Source: an optimization exercise on an open RTL-to-GDS flow (aim: small area, a short achievable clock period and few clock cycles). Production flows keep margins and buffers that such runs may drop. At most, simulation tests tie the RTL to the original design; equivalence was not proved.

## neuron_pe
module neuron_pe #(
    parameter int N     = 6,
    parameter int BITS  = 16,
    parameter int FRAC  = 8
) (
    input  logic                  clk,
    input  logic                  rst_n,
    input  logic                  load_w,
    input  logic                  start,
    input  logic                  bp,
    input  logic [1:0]            act_sel,
    input  logic [N*BITS-1:0]     x,
    input  logic [N*BITS-1:0]     w,
    input  logic [BITS-1:0]       b,
    input  logic [BITS-1:0]       dz_in,
    input  logic [BITS-1:0]       w_in,
    input  logic [BITS-1:0]       lr,
    output logic                  busy,
    output logic                  done,
    output logic [BITS-1:0]       y,
    output logic [(N+1)*BITS-1:0] w_out
);
==> flow/config.mk <==
export PLATFORM = sky130hd
export DESIGN_NAME = neuron_pe
export DESIGN_NICKNAME = neuron_pe
export VERILOG_FILES = /design/flow/design.v
export SDC_FILE = /design/flow/constraint.sdc
export NUM_CORES = 4
export LEC_CHECK = 0
export ABC_AREA = 1
export CAP_MARGIN = 20
export CORE_MARGIN = 2
export CORE_UTILIZATION = 40
export CTS_CLUSTER_DIAMETER = 80
export CTS_CLUSTER_SIZE = 30
export SLEW_MARGIN = 70
==> flow/constraint.sdc <==
create_clock -name core_clock -period 22.0 [get_ports {clk}]
set_input_delay 4.4000 -clock core_clock [delete_from_list [all_inputs] [get_ports {clk}]]
set_output_delay 4.4000 -clock core_clock [all_outputs]
set_load 0.01 [all_outputs]
standard.sh (not shown) runs the stock make flow with config.mk's settings and CLKGATE_MAP_FILE= SYNTH_SCRIPT=/design/flow/synth_recipe.tcl, a recipe that flattens the netlist after the stock synthesis.
==> flow/flow/run.sh <==
#!/bin/bash
# Layout flow: the standard ORFS flow (standard synthesis unchanged), with
# the port buffers that global placement inserts made plain buf_1 cells
# instead of the default delay buffers. Every port still gets its buffer.
set -euo pipefail
export BUFFER_PORTS_ARGS="-buffer_cell sky130_fd_sc_hd__buf_1"
bash standard.sh > standard.log 2>&1
Rerun with:
--- a/flow/design.v
+++ b/flow/design.v
@@ -51,40 +51,41 @@
     logic [4:0]   cnt;
     logic         zneg;
     logic [1:0]   act_r;
     word_t        store [0:6];
     word_t        xr    [0:5];
     word_t        lr_r;
     word_t        D;
     word_t        P;
     logic [23:0]  r0, r1;      
     logic         c8;
     logic [5:0]   sa_x;        
-    logic         l_ld;        
+    logic         sa_p;        
     logic         sa_l;        
     logic [5:0]   sb_w;        
     logic         sb_d;        
     logic         sb_p;        
     logic         rot;         
     logic         s_d;         
     logic         s_b;         
     logic         f_acc;       
     logic         f_fin;       
     logic         b_g;         
     logic         b_t;         
     wire idle = ~busy;
     word_t opa, opb, prod, s_in1, sum;
     logic [23:0] n_r0, n_r1;
     logic        n_c8;
     always_comb begin
-        opa = mux1h7({sa_l, sa_x}, xr[0], xr[1], xr[2], xr[3], xr[4], xr[5], lr_r);
+        opa = mux1h7({sa_l, sa_x}, xr[0], xr[1], xr[2], xr[3], xr[4], xr[5], lr_r)
+            | ({16{sa_p}} & P);
         opb = mux1h7({sb_d, sb_w}, store[1], store[2], store[3], store[4],
                      store[5], store[6], D)
             | ({16{sb_p}} & P);
         s_in1 = ({16{s_b}} & store[0]) | ({16{s_d}} & D);
         sum = sadd(s_in1, prod);
     end
     np_pmul_s1 u_s1 (.a(opa), .b(opb), .r0(n_r0), .r1(n_r1), .c8(n_c8));
     np_pmul_s2 u_s2 (.r0(r0), .r1(r1), .c8(c8), .y(prod));
     logic       n_busy, n_mode, n_f, n_b;
     logic [4:0] n_cnt;
     always_comb begin
@@ -100,23 +101,23 @@
         n_f = n_busy & ~n_mode;
         n_b = n_busy & n_mode;
     end
     logic [5:0] nb_x;
     logic       nb_ap, nb_al, nb_bd, nb_bp, nb_g, nb_t;
     logic       nb_u;
     always_comb begin
         nb_x  = '0;
         nb_ap = 1'b0; nb_al = 1'b0; nb_bd = 1'b0; nb_bp = 1'b0;
         nb_g  = 1'b0; nb_t  = 1'b0; nb_u  = 1'b0;
         case (n_cnt)
-            5'd0:  begin nb_ap = 1'b1; nb_al = 1'b1; nb_bp = 1'b1; end
+            5'd0:  begin nb_ap = 1'b1; nb_bd = 1'b1; end
             5'd1:  begin nb_g = 1'b1; end
             5'd2:  begin nb_al = 1'b1; nb_bd = 1'b1; end
             5'd3:  begin nb_x[0] = 1'b1; nb_bd = 1'b1; nb_u = 1'b1; end
             5'd4:  begin nb_x[1] = 1'b1; nb_bd = 1'b1; nb_t = 1'b1; end
             5'd5:  begin nb_al = 1'b1; nb_bp = 1'b1; nb_t = 1'b1; end
             5'd6:  begin nb_al = 1'b1; nb_bp = 1'b1; nb_u = 1'b1; end
             5'd7:  begin nb_x[2] = 1'b1; nb_bd = 1'b1; nb_u = 1'b1; end
             5'd8:  begin nb_x[3] = 1'b1; nb_bd = 1'b1; nb_t = 1'b1; end
             5'd9:  begin nb_al = 1'b1; nb_bp = 1'b1; nb_t = 1'b1; end
             5'd10: begin nb_al = 1'b1; nb_bp = 1'b1; nb_u = 1'b1; end
             5'd11: begin nb_x[4] = 1'b1; nb_bd = 1'b1; nb_u = 1'b1; end
@@ -133,52 +134,51 @@
             f_fin <= 1'b0;
         end else begin
             rot   <= n_b && nb_u;
             f_fin <= n_f && n_cnt == 5'd6;
         end
     end
     always_ff @(posedge clk) begin
         for (int i = 0; i < 6; i++) begin
             sa_x[i] <= (n_f && n_cnt == 5'(i)) || (n_b && nb_x[i]);
             sb_w[i] <= n_f && n_cnt == 5'(i);
         end
-        l_ld  <= n_b && nb_ap;
+        sa_p  <= n_b && nb_ap;
         sa_l  <= n_b && nb_al;
         sb_d  <= n_b && nb_bd;
         sb_p  <= n_b && nb_bp;
         s_d   <= n_f && n_cnt >= 5'd2;
         s_b   <= (n_f && n_cnt == 5'd1) || n_b;
         f_acc <= n_f && n_cnt >= 5'd1 && n_cnt <= 5'd5;
         b_g   <= n_b && nb_g;
         b_t   <= n_b && nb_t;
     end
     always_ff @(posedge clk) begin
         r0 <= n_r0;
         r1 <= n_r1;
         c8 <= n_c8;
         if (idle) begin
             for (int i = 0; i < 6; i++)
                 xr[i] <= x[i*16 +: 16];
-            lr_r  <= dz_in;
+            lr_r  <= lr;
             act_r <= act_sel;
+            D     <= dz_in;
             P     <= w_in;
         end else begin
-            if (l_ld)
-                lr_r <= lr;
+            if (f_acc)
+                D <= sum;
+            else if (b_g)
+                D <= act_gate(act_r, zneg, prod);
             if (b_t)
                 P <= prod;
         end
-        if (f_acc)
-            D <= sum;
-        else if (b_g)
-            D <= act_gate(act_r, zneg, prod);
     end
     always_ff @(posedge clk or negedge rst_n) begin
         if (!rst_n) begin
             busy <= 1'b0;
             done <= 1'b0;
             mode <= 1'b0;
             cnt  <= '0;
             zneg <= 1'b0;
             y    <= '0;
             for (int k = 0; k < 7; k++)
                 store[k] <= '0;
- The new run went through all stages and came out clean
- area after synthesis climbs slightly
- maximum frequency increases by a few percent
- cell area is lower slightly
- count of clock-buffer cells in the layout falls by 2
- worst setup slack improves by 0.26 ns
Testbench counts after the change, summed over its fixed seeds: cycles 10,392.
The RTL of the first run of this note was laid out without a check of its function.


RTL: one of the versions met above, not the one the previous note started from.
For scale: roughly 2,600 cells after synthesis, about 350 flip-flops, ~22,000 sq um of cells after synthesis.
export LEC_CHECK = 0
export ABC_AREA = 1
export CAP_MARGIN = 20
export CORE_MARGIN = 2
export CORE_UTILIZATION = 40
export CTS_CLUSTER_DIAMETER = 80
export CTS_CLUSTER_SIZE = 35
export SLEW_MARGIN = 70
create_clock -name core_clock -period 22.0 [get_ports {clk}]
Scripts as last shown in full above: flow/flow/run.sh
Testbench counts at the start, summed over its fixed seeds: cycles 10,392.
Rerun with:
--- a/flow/design.v
+++ b/flow/design.v
@@ -53,37 +53,36 @@
     logic [1:0]   act_r;
     word_t        store [0:6];
     word_t        xr    [0:5];
     word_t        lr_r;
     word_t        D;
     word_t        P;
     logic [23:0]  r0, r1;      
     logic         c8;
     logic [5:0]   sa_x;        
-    logic         sa_p;        
+    logic         l_ld;        
     logic         sa_l;        
     logic [5:0]   sb_w;        
     logic         sb_d;        
     logic         sb_p;        
     logic         rot;         
     logic         s_d;         
     logic         s_b;         
     logic         f_acc;       
     logic         f_fin;       
     logic         b_g;         
     logic         b_t;         
     wire idle = ~busy;
     word_t opa, opb, prod, s_in1, sum;
     logic [23:0] n_r0, n_r1;
     logic        n_c8;
     always_comb begin
-        opa = mux1h7({sa_l, sa_x}, xr[0], xr[1], xr[2], xr[3], xr[4], xr[5], lr_r)
-            | ({16{sa_p}} & P);
+        opa = mux1h7({sa_l, sa_x}, xr[0], xr[1], xr[2], xr[3], xr[4], xr[5], lr_r);
         opb = mux1h7({sb_d, sb_w}, store[1], store[2], store[3], store[4],
                      store[5], store[6], D)
             | ({16{sb_p}} & P);
         s_in1 = ({16{s_b}} & store[0]) | ({16{s_d}} & D);
         sum = sadd(s_in1, prod);
     end
     np_pmul_s1 u_s1 (.a(opa), .b(opb), .r0(n_r0), .r1(n_r1), .c8(n_c8));
     np_pmul_s2 u_s2 (.r0(r0), .r1(r1), .c8(c8), .y(prod));
     logic       n_busy, n_mode, n_f, n_b;
@@ -103,19 +102,19 @@
     end
     logic [5:0] nb_x;
     logic       nb_ap, nb_al, nb_bd, nb_bp, nb_g, nb_t;
     logic       nb_u;
     always_comb begin
         nb_x  = '0;
         nb_ap = 1'b0; nb_al = 1'b0; nb_bd = 1'b0; nb_bp = 1'b0;
         nb_g  = 1'b0; nb_t  = 1'b0; nb_u  = 1'b0;
         case (n_cnt)
-            5'd0:  begin nb_ap = 1'b1; nb_bd = 1'b1; end
+            5'd0:  begin nb_ap = 1'b1; nb_al = 1'b1; nb_bp = 1'b1; end
             5'd1:  begin nb_g = 1'b1; end
             5'd2:  begin nb_al = 1'b1; nb_bd = 1'b1; end
             5'd3:  begin nb_x[0] = 1'b1; nb_bd = 1'b1; nb_u = 1'b1; end
             5'd4:  begin nb_x[1] = 1'b1; nb_bd = 1'b1; nb_t = 1'b1; end
             5'd5:  begin nb_al = 1'b1; nb_bp = 1'b1; nb_t = 1'b1; end
             5'd6:  begin nb_al = 1'b1; nb_bp = 1'b1; nb_u = 1'b1; end
             5'd7:  begin nb_x[2] = 1'b1; nb_bd = 1'b1; nb_u = 1'b1; end
             5'd8:  begin nb_x[3] = 1'b1; nb_bd = 1'b1; nb_t = 1'b1; end
             5'd9:  begin nb_al = 1'b1; nb_bp = 1'b1; nb_t = 1'b1; end
@@ -136,47 +135,48 @@
             rot   <= n_b && nb_u;
             f_fin <= n_f && n_cnt == 5'd6;
         end
     end
     always_ff @(posedge clk) begin
         for (int i = 0; i < 6; i++) begin
             sa_x[i] <= (n_f && n_cnt == 5'(i)) || (n_b && nb_x[i]);
             sb_w[i] <= n_f && n_cnt == 5'(i);
         end
-        sa_p  <= n_b && nb_ap;
+        l_ld  <= n_b && nb_ap;
         sa_l  <= n_b && nb_al;
         sb_d  <= n_b && nb_bd;
         sb_p  <= n_b && nb_bp;
         s_d   <= n_f && n_cnt >= 5'd2;
         s_b   <= (n_f && n_cnt == 5'd1) || n_b;
         f_acc <= n_f && n_cnt >= 5'd1 && n_cnt <= 5'd5;
         b_g   <= n_b && nb_g;
         b_t   <= n_b && nb_t;
     end
     always_ff @(posedge clk) begin
         r0 <= n_r0;
         r1 <= n_r1;
         c8 <= n_c8;
         if (idle) begin
             for (int i = 0; i < 6; i++)
                 xr[i] <= x[i*16 +: 16];
-            lr_r  <= lr;
+            lr_r  <= dz_in;
             act_r <= act_sel;
-            D     <= dz_in;
             P     <= w_in;
         end else begin
-            if (f_acc)
-                D <= sum;
-            else if (b_g)
-                D <= act_gate(act_r, zneg, prod);
+            if (l_ld)
+                lr_r <= lr;
             if (b_t)
                 P <= prod;
         end
+        if (f_acc)
+            D <= sum;
+        else if (b_g)
+            D <= act_gate(act_r, zneg, prod);
     end
     always_ff @(posedge clk or negedge rst_n) begin
         if (!rst_n) begin
             busy <= 1'b0;
             done <= 1'b0;
             mode <= 1'b0;
             cnt  <= '0;
             zneg <= 1'b0;
             y    <= '0;
Effect: Worst setup slack is worse by 0.28 ns. Final area rises by 0.71%. Sequential cell count is unchanged. Die area is lower by 0.66%. Final cell count hardly moves. Global-route usage shrinks by 0.74 points. Synthesized area drops by 0.67%. Worst hold slack improved by 0.017 ns. Synthesized cell count is unchanged. Sequential share of layout area falls by 0.26 points. Via count is about the same.
For the second run of this note, only the layout was checked, not whether the RTL still works.

[static timing again, ports no longer ideal]
How much do the figures lean on ideal ports? The routed layouts below were timed once more, with nothing changed but the port constraints. Step 1: set_driving_cell puts a clkbuf_16 on clk and a buf_2 on each other input, an assumption about the parent block. Step 2 also shifts input and output timing later by t, the mid clock arrival at the registers, as if the neighbouring blocks saw the same clock. Three values: no drivers, after step 1, after step 2; two values: the first two.
| run | shift t [ns] | slack for setup (ns) | worst hold slack (ns) | worst setup path at the end | slew at the worst register clock pin (ns) |
|---|---|---|---|---|---|
| the first run of note 1 | 0.651 | 16.004 / 16.004 / 15.723 | 0.514 / 0.514 / 0.514 | input to register | 0.11 / 0.11 |
| the second run of note 1 | 0.635 | 16.263 / 16.206 / 15.721 | 0.500 / 0.500 / 0.500 | input to register | 0.11 / 0.11 |
| the first run of note 2 | 0.636 | 16.280 / 16.218 / 15.737 | 0.500 / 0.500 / 0.500 | input to register | 0.12 / 0.12 |
| the second run of note 2 | 0.657 | 16.002 / 16.002 / 15.769 | 0.517 / 0.517 / 0.517 | input to register | 0.12 / 0.12 |
After both steps setup and hold are still met in every run listed. The setup slack of the first run of note 2, which loses most, moves by -0.062 ns with the drivers and by -0.543 ns with both steps.
